This design comes from an exercise in tuning for small area, a short achievable clock period and few clock cycles on the open sky130 flow, not from production work. Power figures rest on the tool's default switching activity, not on a simulated workload.

## nmea_gga_position_parser
module nmea_gga_position_parser (
  input  logic        clk_i,
  input  logic        rst_ni,
  input  logic        in_valid_i,
  output logic        in_stall_o,
  input  logic [7:0]  rx_byte_i,
  output logic        out_valid_o,
  input  logic        out_stall_i,
  output logic [29:0] lat_e7_o,
  output logic [30:0] lon_e7_o,
  output logic        lat_ok_o,
  output logic        lon_ok_o,
  input  logic        cfg_valid_i,
  output logic        cfg_ready_o,
  input  logic [7:0]  cfg_field_separator_i
);
Size: about 1300 cells after synthesis, ~130 flip-flops, roughly 87 I/O pins, roughly 0.0086 mm² of cells after synthesis.
Settings: LEC_CHECK=0, ABC_AREA=1, CAP_MARGIN=20, CORE_MARGIN=2, CORE_UTILIZATION=55, SETUP_SLACK_MARGIN=5, SLEW_MARGIN=20; clock period 7.5 ns.
standard.sh (not shown) runs the stock make flow with config.mk's settings and CLKGATE_MAP_FILE= SYNTH_SCRIPT=/design/flow/synth_recipe.tcl, a recipe that flattens the netlist after the stock synthesis.
==> flow/flow/run.sh <==
#!/bin/bash
# Standard layout, but the port buffers are buf_2 cells instead of the
# default pick, which is a slow delay buffer.
set -euo pipefail
export BUFFER_PORTS_ARGS="-buffer_cell sky130_fd_sc_hd__buf_2"
bash standard.sh > standard.log 2>&1
Rerun with:
--- a/flow/design.v
+++ b/flow/design.v
@@ -126,17 +126,17 @@
   output logic        lon_ok_o,
   input  logic        cfg_valid_i,
   output logic        cfg_ready_o,
   input  logic [7:0]  cfg_field_separator_i
 );
   logic [7:0]  sep_q;
   logic        stall_q, stall_d;
   logic        vld_q;
-  logic [7:0]  byte_q;
+  logic [3:0]  byte_q;            
   logic [2:0]  pos_q, pos_d;      
   logic        hdr_q, hdr_d;
   logic        body_q, col2_q;     
   logic [2:0]  fld_q, fld_d;      
   logic        pt_q, pt_d;
   logic        dig_q, dig_d;
   logic        bad_q, bad_d;
   logic [3:0]  t_q, t_d;
@@ -160,26 +160,29 @@
     if (!rst_ni) begin
       sep_q <= SEP_RESET;
     end else if (cfg_valid_i) begin
       sep_q <= cfg_field_separator_i;
     end
   end
   logic take;
   assign take = in_valid_i && !stall_q;
-  logic c_nl_q, c_sep_q, c_pt_q, c_dig_q;
+  logic c_nl_q, c_sep_q, c_pt_q, c_dig_q, c_g_q, c_p_q, c_a_q;
   always_ff @(posedge clk_i or negedge rst_ni) begin
     if (!rst_ni) begin
       vld_q <= 1'b0;
     end else begin
       vld_q <= take && (rx_byte_i != CHAR_SPACE);
     end
   end
   always_ff @(posedge clk_i) begin
-    byte_q  <= rx_byte_i;
+    byte_q  <= rx_byte_i[3:0];
+    c_g_q   <= rx_byte_i == 8'h47;
+    c_p_q   <= rx_byte_i == 8'h50;
+    c_a_q   <= rx_byte_i == 8'h41;
     c_nl_q  <= rx_byte_i == CHAR_NL;
     c_sep_q <= rx_byte_i == sep_q;
     c_pt_q  <= rx_byte_i == CHAR_POINT;
     c_dig_q <= (rx_byte_i[7:4] == 4'h3) && (rx_byte_i[3:0] <= 4'd9);
   end
   logic       ch, is_nl, is_sep, is_pt, is_dig;
   logic [3:0] dgt;
   assign ch     = vld_q;
@@ -206,33 +209,29 @@
   logic [30:0] hsum;
   logic [7:0]  pinc;
   logic        int_dig, frac_dig, pt_step, big_det, close_step, hwr, lat_last;
   assign hsum = {lon_q[27:0], ix_q} + {lon_q[29:0], iy_q} + 31'(iz_q);
   assign pinc = lon_q[7:0] + 8'(t_q >= 4'd6);
   assign int_dig    = ev_fc && is_dig && !pt_q && !big_q;
   assign frac_dig   = ev_fc && is_dig && pt_q && !big_q && (n_q <= 3'd4);
   assign pt_step    = ev_fc && is_pt && !pt_q && !big_q;
-  assign big_det    = !pad_q &&
-                      ((int_dig && (ftgt ? (lon_q[7:0] >= 8'd18) : (lon_q[7:0] >= 8'd9))) ||
-                       (pt_step && (t_q >= 4'd6) &&
-                        (ftgt ? (lon_q[7:0] == 8'd179) : (lon_q[7:0] == 8'd89))));
+  assign big_det    = (int_dig && (ftgt ? (lon_q[7:0] >= 8'd18) : (lon_q[7:0] >= 8'd9))) ||
+                      (pt_step && (t_q >= 4'd6) &&
+                       (ftgt ? (lon_q[7:0] == 8'd179) : (lon_q[7:0] == 8'd89)));
   assign close_step = ev_close && ok_close && !big_q;
   assign hwr        = (int_dig && !big_det) || frac_dig || close_step || pad_q;
   assign lat_last   = pad_q && (n_q == 3'd6) && !ptgt_q;
   logic go;
-  logic [7:0] hdr_ch;
+  logic hdr_ch;
   always_comb begin
     case (pos_q)
-      3'd1:    hdr_ch = 8'h47;   
-      3'd2:    hdr_ch = 8'h50;   
-      3'd3:    hdr_ch = 8'h47;   
-      3'd4:    hdr_ch = 8'h47;   
-      3'd5:    hdr_ch = 8'h41;   
-      default: hdr_ch = 8'h00;
+      3'd2:    hdr_ch = c_p_q;   
+      3'd5:    hdr_ch = c_a_q;   
+      default: hdr_ch = c_g_q;   
     endcase
   end
   always_comb begin
     pos_d   = pos_q;
     hdr_d   = hdr_q;
     fld_d   = fld_q;
     pt_d    = pt_q;
     dig_d   = dig_q;
@@ -261,17 +260,17 @@
     end
     if (ev_nl) begin
       pos_d = '0;
       hdr_d = 1'b1;
       fld_d = '0;
     end
     if (ev_c) begin
       if (pos_q != 3'd7) pos_d = pos_q + 3'd1;
-      if ((pos_q >= 3'd1) && (pos_q <= 3'd5) && (byte_q != hdr_ch)) hdr_d = 1'b0;
+      if ((pos_q >= 3'd1) && (pos_q <= 3'd5) && !hdr_ch) hdr_d = 1'b0;
     end
     if (ev_fc) begin
       if (is_pt) begin
         bad_d = bad_q || pt_q;
         pt_d  = 1'b1;
         if (big_det) big_d = 1'b1;
       end else if (is_dig) begin
         dig_d = 1'b1;
@@ -372,17 +371,17 @@
     end
   end
   assign go     = (emit_now || emit_q) && !pad_q && !close_step;
   assign ov_d   = (ov_q && out_stall_i) || go;
   assign emit_d = (emit_now || emit_q) && !go;
   logic next_sep;
   assign next_sep = take && (rx_byte_i == sep_q) && (rx_byte_i != CHAR_SPACE);
   assign stall_d  = ((ov_d || emit_d) && (pos_d != 3'd0)) ||
-                    (pad_d && (n_d <= 3'd4) && ((fld_d == 3'd3) || ((fld_d == 3'd2) && next_sep)));
+                    (pad_d && (n_d <= 3'd5) && ((fld_d == 3'd3) || ((fld_d == 3'd2) && next_sep)));
   always_ff @(posedge clk_i or negedge rst_ni) begin
     if (!rst_ni) begin
       stall_q <= 1'b0;
       pos_q   <= '0;
       body_q  <= 1'b0;
       col2_q  <= 1'b0;
       hdr_q   <= 1'b1;
       fld_q   <= '0;
Effect: Synthesized area drops by a few percent; register-to-register slack is about the same; cell area decreases by a few percent; wire length decreases by a little under a tenth; worst setup slack is about the same; final cell count is lower by a few percent; worst hold slack barely changes.
No run of this note included a check of the RTL's function; only the layout flow was run.

========
P:
The RTL this note starts from:
==> flow/design.v <==
package ngp_pkg;
  localparam logic [7:0] CHAR_SPACE = 8'h20;
  localparam logic [7:0] CHAR_NL    = 8'h0A;
  localparam logic [7:0] CHAR_POINT = 8'h2E;
  localparam logic [7:0] SEP_RESET  = 8'd44;
  localparam logic [29:0] LAT_MAX = 30'd900000000;
  localparam logic [30:0] LON_MAX = 31'd1800000000;
endpackage
import ngp_pkg::*;
module nmea_gga_position_parser (
  input  logic        clk_i,
  input  logic        rst_ni,
  input  logic        in_valid_i,
  output logic        in_stall_o,
  input  logic [7:0]  rx_byte_i,
  output logic        out_valid_o,
  input  logic        out_stall_i,
  output logic [29:0] lat_e7_o,
  output logic [30:0] lon_e7_o,
  output logic        lat_ok_o,
  output logic        lon_ok_o,
  input  logic        cfg_valid_i,
  output logic        cfg_ready_o,
  input  logic [7:0]  cfg_field_separator_i
);
  function automatic logic [5:0] qstep(input logic [1:0] r, input logic [3:0] t);
    case ({r, t})
      6'd0: qstep = {4'd0, 2'd0};
      6'd1: qstep = {4'd0, 2'd2};
      6'd2: qstep = {4'd1, 2'd1};
      6'd3: qstep = {4'd2, 2'd0};
      6'd4: qstep = {4'd2, 2'd2};
      6'd5: qstep = {4'd3, 2'd1};
      6'd6: qstep = {4'd4, 2'd0};
      6'd7: qstep = {4'd4, 2'd2};
      6'd8: qstep = {4'd5, 2'd1};
      6'd9: qstep = {4'd6, 2'd0};
      6'd16: qstep = {4'd3, 2'd1};
      6'd17: qstep = {4'd4, 2'd0};
      6'd18: qstep = {4'd4, 2'd2};
      6'd19: qstep = {4'd5, 2'd1};
      6'd20: qstep = {4'd6, 2'd0};
      6'd21: qstep = {4'd6, 2'd2};
      6'd22: qstep = {4'd7, 2'd1};
      6'd23: qstep = {4'd8, 2'd0};
      6'd24: qstep = {4'd8, 2'd2};
      6'd25: qstep = {4'd9, 2'd1};
      6'd32: qstep = {4'd6, 2'd2};
      6'd33: qstep = {4'd7, 2'd1};
      6'd34: qstep = {4'd8, 2'd0};
      6'd35: qstep = {4'd8, 2'd2};
      6'd36: qstep = {4'd9, 2'd1};
      6'd37: qstep = {4'd10, 2'd0};
      6'd38: qstep = {4'd10, 2'd2};
      6'd39: qstep = {4'd11, 2'd1};
      6'd40: qstep = {4'd12, 2'd0};
      6'd41: qstep = {4'd12, 2'd2};
      default: qstep = 6'd0;
    endcase
  endfunction
  function automatic logic [7:0] hdr_char(input logic [2:0] pos);
    case (pos)
      3'd1:    hdr_char = 8'h47;   
      3'd2:    hdr_char = 8'h50;   
      3'd3:    hdr_char = 8'h47;   
      3'd4:    hdr_char = 8'h47;   
      3'd5:    hdr_char = 8'h41;   
      default: hdr_char = 8'h00;
    endcase
  endfunction
  logic [7:0]  sep_q;
  logic        stall_q, stall_d;
  logic        vld_q;
  logic [7:0]  byte_q;
  logic [2:0]  pos_q, pos_d;      
  logic        hdr_q, hdr_d;
  logic [2:0]  fld_q, fld_d;      
  logic        pt_q, pt_d;
  logic        dig_q, dig_d;
  logic        bad_q, bad_d;
  logic [3:0]  t_q, t_d;
  logic [3:0]  u_q, u_d;
  logic [2:0]  n_q, n_d;          
  logic [1:0]  r_q, r_d;
  logic        big_q, big_d;
  logic [4:0]  eq_q, eq_d;        
  logic        pad_q, pad_d;
  logic        ptgt_q, ptgt_d;
  logic [29:0] lat_q, lat_d;
  logic [30:0] lon_q, lon_d;
  logic        latok_q, latok_d;
  logic        lonok_q, lonok_d;
  logic        emit_q, emit_d;
  logic        ov_q, ov_d;
  assign cfg_ready_o = 1'b1;
  always_ff @(posedge clk_i or negedge rst_ni) begin
    if (!rst_ni) begin
      sep_q <= SEP_RESET;
    end else if (cfg_valid_i) begin
      sep_q <= cfg_field_separator_i;
    end
  end
  always_ff @(posedge clk_i or negedge rst_ni) begin
    if (!rst_ni) begin
      vld_q <= 1'b0;
    end else begin
      vld_q <= in_valid_i && !stall_q;
    end
  end
  always_ff @(posedge clk_i) begin
    byte_q <= rx_byte_i;
  end
  logic       ch, is_nl, is_sep, is_pt, is_dig;
  logic [3:0] dgt;
  assign ch     = vld_q && (byte_q != CHAR_SPACE);
  assign is_nl  = byte_q == CHAR_NL;
  assign is_sep = byte_q == sep_q;
  assign is_pt  = byte_q == CHAR_POINT;
  assign is_dig = (byte_q[7:4] == 4'h3) && (byte_q[3:0] <= 4'd9);
  assign dgt    = byte_q[3:0];
  logic body, tfld, ftgt;
  logic ev_nl, ev_c, ev_sep, ev_fc, ev_close, ev_clr;
  logic ok_close, match, emit_now;
  assign body  = pos_q == 3'd7;
  assign tfld  = (fld_q == 3'd1) || (fld_q == 3'd3);
  assign ftgt  = fld_q[1];
  assign ev_nl    = ch && is_nl;
  assign ev_c     = ch && !is_nl;
  assign ev_sep   = ev_c && body && is_sep;
  assign ev_fc    = ev_c && body && !is_sep && tfld;
  assign ev_close = ((ev_c && is_sep) || ev_nl) && body && tfld;
  assign ev_clr   = ev_c && (pos_q == 3'd2);
  assign ok_close = dig_q && pt_q && !bad_q;
  assign match    = hdr_q && (pos_q >= 3'd6);
  assign emit_now = ev_nl && match;
  logic        tsel, qmode;
  logic [30:0] vsel;
  logic [5:0]  qs;
  logic [4:0]  e;
  logic [30:0] hsum;
  logic        int_dig, frac_dig, pt_step, big_det, close_step, hwr;
  assign tsel = pad_q ? ptgt_q : ftgt;
  assign vsel = tsel ? lon_q : {1'b0, lat_q};
  assign qmode = pt_q || pad_q || !byte_q[4];
  assign qs    = qstep(r_q, t_q);
  assign e     = qmode ? eq_q : {1'b0, t_q};
  logic [30:0] ca, cb, cc, cs, ck;
  assign ca = {vsel[27:0], 3'b000};
  assign cb = {vsel[29:0], 1'b0};
  assign cc = 31'(e);
  assign cs = ca ^ cb ^ cc;
  assign ck = (ca & cb) | (ca & cc) | (cb & cc);
  assign hsum = cs + {ck[29:0], 1'b0};
  assign int_dig    = ev_fc && is_dig && !pt_q && !big_q;
  assign frac_dig   = ev_fc && is_dig && pt_q && !big_q && (n_q <= 3'd5);
  assign pt_step    = ev_fc && is_pt && !pt_q && !big_q;
  assign big_det    = (int_dig && (tsel ? (vsel[7:0] >= 8'd18) : (vsel[7:0] >= 8'd9))) ||
                      (pt_step && (t_q >= 4'd6) && (tsel ? (vsel[7:0] == 8'd179) : (vsel[7:0] == 8'd89)));
  assign close_step = ev_close && ok_close && !big_q;
  assign hwr        = ((int_dig || pt_step) && !big_det) || frac_dig || close_step || pad_q;
  logic go;
  logic [5:0] qs_d;
  assign qs_d = qstep(r_d, t_d);
  assign eq_d = 5'(t_d) + 5'(qs_d[5:2]);
  always_comb begin
    pos_d   = pos_q;
    hdr_d   = hdr_q;
    fld_d   = fld_q;
    pt_d    = pt_q;
    dig_d   = dig_q;
    bad_d   = bad_q;
    t_d     = t_q;
    u_d     = u_q;
    n_d     = n_q;
    r_d     = r_q;
    big_d   = big_q;
    pad_d   = pad_q;
    ptgt_d  = ptgt_q;
    lat_d   = lat_q;
    lon_d   = lon_q;
    latok_d = latok_q;
    lonok_d = lonok_q;
    if (pad_q) begin
      n_d = n_q + 3'd1;
      r_d = qs[1:0];
      if (n_q == 3'd6) begin
        pad_d = 1'b0;
        n_d   = '0;
        r_d   = '0;
      end
    end
    if (ev_nl) begin
      pos_d = '0;
      hdr_d = 1'b1;
      fld_d = '0;
    end
    if (ev_c) begin
      if (pos_q != 3'd7) pos_d = pos_q + 3'd1;
      if ((pos_q >= 3'd1) && (pos_q <= 3'd5) && (byte_q != hdr_char(pos_q))) hdr_d = 1'b0;
    end
    if (ev_fc) begin
      if (is_pt) begin
        bad_d = bad_q || pt_q;
        pt_d  = 1'b1;
        if (big_det) big_d = 1'b1;
        if (pt_step) begin
          n_d = 3'd1;
          r_d = qs[1:0];
          t_d = u_q;
        end
      end else if (is_dig) begin
        dig_d = 1'b1;
        if (!pt_q) begin
          t_d = u_q;
          u_d = dgt;
          if (big_det) big_d = 1'b1;
        end else if (frac_dig) begin
          n_d = n_q + 3'd1;
          r_d = qs[1:0];
          t_d = dgt;
        end
      end else begin
        bad_d = 1'b1;
      end
    end
    if (ev_close) begin
      if (close_step) begin
        n_d    = n_q + 3'd1;
        r_d    = qs[1:0];
        t_d    = '0;
        pad_d  = n_q != 3'd6;
        ptgt_d = ftgt;
        if (n_q == 3'd6) begin
          n_d = '0;
          r_d = '0;
        end
      end else begin
        n_d   = '0;
        r_d   = '0;
        big_d = 1'b0;
      end
      if (ftgt) lonok_d = ok_close;
      else      latok_d = ok_close;
    end
    if (ev_sep) begin
      if (fld_q != 3'd4) fld_d = fld_q + 3'd1;
      pt_d  = 1'b0;
      dig_d = 1'b0;
      bad_d = 1'b0;
      t_d   = '0;
      u_d   = '0;
    end
    if (hwr) begin
      if (tsel) lon_d = hsum;
      else      lat_d = hsum[29:0];
    end
    if (big_det) begin
      if (tsel) lon_d = LON_MAX;
      else      lat_d = LAT_MAX;
    end
    if (ev_close && !ok_close) begin
      if (ftgt) lon_d = '0;
      else      lat_d = '0;
    end
    if (ev_clr) begin
      lat_d   = '0;
      lon_d   = '0;
      latok_d = 1'b0;
      lonok_d = 1'b0;
      pad_d   = 1'b0;
      n_d     = '0;
      r_d     = '0;
      big_d   = 1'b0;
    end
  end
  assign go     = (emit_now || emit_q) && !pad_q && !(close_step && (n_q != 3'd6));
  assign ov_d   = (ov_q && out_stall_i) || go;
  assign emit_d = (emit_now || emit_q) && !go;
  assign stall_d = ((ov_d || emit_d) && (pos_d != 3'd0)) ||
                   (pad_d && (n_d <= 3'd5) && ((fld_d == 3'd2) || (fld_d == 3'd3)));
  always_ff @(posedge clk_i or negedge rst_ni) begin
    if (!rst_ni) begin
      stall_q <= 1'b0;
      pos_q   <= '0;
      hdr_q   <= 1'b1;
      fld_q   <= '0;
      pad_q   <= 1'b0;
      emit_q  <= 1'b0;
      ov_q    <= 1'b0;
    end else begin
      stall_q <= stall_d;
      pos_q   <= pos_d;
      hdr_q   <= hdr_d;
      fld_q   <= fld_d;
      pad_q   <= pad_d;
      emit_q  <= emit_d;
      ov_q    <= ov_d;
    end
  end
  always_ff @(posedge clk_i) begin
    pt_q    <= pt_d;
    dig_q   <= dig_d;
    bad_q   <= bad_d;
    t_q     <= t_d;
    u_q     <= u_d;
    n_q     <= n_d;
    r_q     <= r_d;
    big_q   <= big_d;
    eq_q    <= eq_d;
    ptgt_q  <= ptgt_d;
    lat_q   <= lat_d;
    lon_q   <= lon_d;
    latok_q <= latok_d;
    lonok_q <= lonok_d;
  end
  assign in_stall_o  = stall_q;
  assign out_valid_o = ov_q;
  assign lat_e7_o    = lat_q;
  assign lon_e7_o    = lon_q;
  assign lat_ok_o    = latok_q;
  assign lon_ok_o    = lonok_q;
endmodule
clock: 7.5 ns
lec_check: 0
cap_margin: 20
core_margin: 2
core_utilization: 40
slew_margin: 20
run.sh (not shown) runs the stock make flow with config.mk's settings and CLKGATE_MAP_FILE= SYNTH_SCRIPT=/design/flow/synth_recipe.tcl, a recipe that flattens the netlist after the stock synthesis.
Stock flow here: none of the scripts above is used.
Input-level comparison between Q and P:
--- a/flow/design.v
+++ b/flow/design.v
@@ -83,7 +83,6 @@
   logic [2:0]  n_q, n_d;          
   logic [1:0]  r_q, r_d;
   logic        big_q, big_d;
-  logic [4:0]  eq_q, eq_d;        
   logic        pad_q, pad_d;
   logic        ptgt_q, ptgt_d;
   logic [29:0] lat_q, lat_d;
@@ -143,7 +142,7 @@
   assign vsel = tsel ? lon_q : {1'b0, lat_q};
   assign qmode = pt_q || pad_q || !byte_q[4];
   assign qs    = qstep(r_q, t_q);
-  assign e     = qmode ? eq_q : {1'b0, t_q};
+  assign e     = 5'(t_q) + (qmode ? {1'b0, qs[5:2]} : 5'd0);
   logic [30:0] ca, cb, cc, cs, ck;
   assign ca = {vsel[27:0], 3'b000};
   assign cb = {vsel[29:0], 1'b0};
@@ -154,14 +153,10 @@
   assign int_dig    = ev_fc && is_dig && !pt_q && !big_q;
   assign frac_dig   = ev_fc && is_dig && pt_q && !big_q && (n_q <= 3'd5);
   assign pt_step    = ev_fc && is_pt && !pt_q && !big_q;
-  assign big_det    = (int_dig && (tsel ? (vsel[7:0] >= 8'd18) : (vsel[7:0] >= 8'd9))) ||
-                      (pt_step && (t_q >= 4'd6) && (tsel ? (vsel[7:0] == 8'd179) : (vsel[7:0] == 8'd89)));
+  assign big_det    = int_dig && (tsel ? (vsel >= 31'd18) : (vsel >= 31'd9));
   assign close_step = ev_close && ok_close && !big_q;
-  assign hwr        = ((int_dig || pt_step) && !big_det) || frac_dig || close_step || pad_q;
+  assign hwr        = (int_dig && !big_det) || frac_dig || pt_step || close_step || pad_q;
   logic go;
-  logic [5:0] qs_d;
-  assign qs_d = qstep(r_d, t_d);
-  assign eq_d = 5'(t_d) + 5'(qs_d[5:2]);
   always_comb begin
     pos_d   = pos_q;
     hdr_d   = hdr_q;
@@ -180,6 +175,8 @@
     lon_d   = lon_q;
     latok_d = latok_q;
     lonok_d = lonok_q;
+    if (lat_q > LAT_MAX) lat_d = LAT_MAX;
+    if (lon_q > LON_MAX) lon_d = LON_MAX;
     if (pad_q) begin
       n_d = n_q + 3'd1;
       r_d = qs[1:0];
@@ -202,7 +199,6 @@
       if (is_pt) begin
         bad_d = bad_q || pt_q;
         pt_d  = 1'b1;
-        if (big_det) big_d = 1'b1;
         if (pt_step) begin
           n_d = 3'd1;
           r_d = qs[1:0];
@@ -306,7 +302,6 @@
     n_q     <= n_d;
     r_q     <= r_d;
     big_q   <= big_d;
-    eq_q    <= eq_d;
     ptgt_q  <= ptgt_d;
     lat_q   <= lat_d;
     lon_q   <= lon_d;
Q went all the way through the flow, and no timing, DRC or antenna check failed. Measured against each other, Q and P differ in maximum fanout along the worst path, the higher figure coming from P. Looking at startpoint of the worst setup timing path, the t_q[1] result is from Q; the pad_q one comes from P. Diff P -> Q: number of sequential cells shrank by 6.0%, gate count after technology mapping rose by about 10%, required time at the worst-slack endpoint down 0.05 ns, simple-gate share of the synthesized area moved up. Compared with P, sequential power in Q increased by more than 10%. P → Q: first-pass GRT wire length went up; met2 track demand over resource went up; cell count went up. Min final-layout worst hold slack across Q and P: P. | global-route track usage on met3 | lower: P |. Reg2reg setup slack ends up lower on Q. Q vs P: critical path depth up in Q. Note that the total power recorded for Q amounts to 1.19 times the value seen in P.
No run of this note included a check of the RTL's function; only the layout flow was run.

[re-timing with driven ports]
No port has a modelled driver above. Below, the same layouts with a new extraction and two added sets of constraints.
Step 1: set_driving_cell puts a clkbuf_16 on clk_i and a buf_2 on each other input, an assumption about the parent block.
Step 2 adds t to the input delays and takes it off the output delays; t is the mean of the earliest and latest rising clock arrival at the registers after step 1. Input paths then give back, and output paths get back, about the clock's delay inside the block.
a / b / c = ideal ports / drivers / drivers and shift; a / b = the first two.
run | t (ns) | slack for setup (ns) | worst register clock-pin slew, ns | worst slew at a driven data input, ns | pins driven straight from the clock port
the first run of note 1 | 0.474 | 5.025 / 4.978 / 4.704 | 0.06 / 0.06 | 0.03 | 1
the second run of note 1 | 0.467 | 5.026 / 4.982 / 4.665 | 0.06 / 0.06 | 0.03 | 1
P | 0.465 | 2.443 / 2.443 / 2.443 | 0.06 / 0.06 | 0.03 | 1
Q | 0.403 | 1.745 / 1.745 / 1.745 | 0.08 / 0.08 | 0.03 | 1
After both steps setup and hold are still met in every run listed. The setup slack of the second run of note 1, which loses most, moves by -0.044 ns with the drivers and by -0.361 ns with both steps.
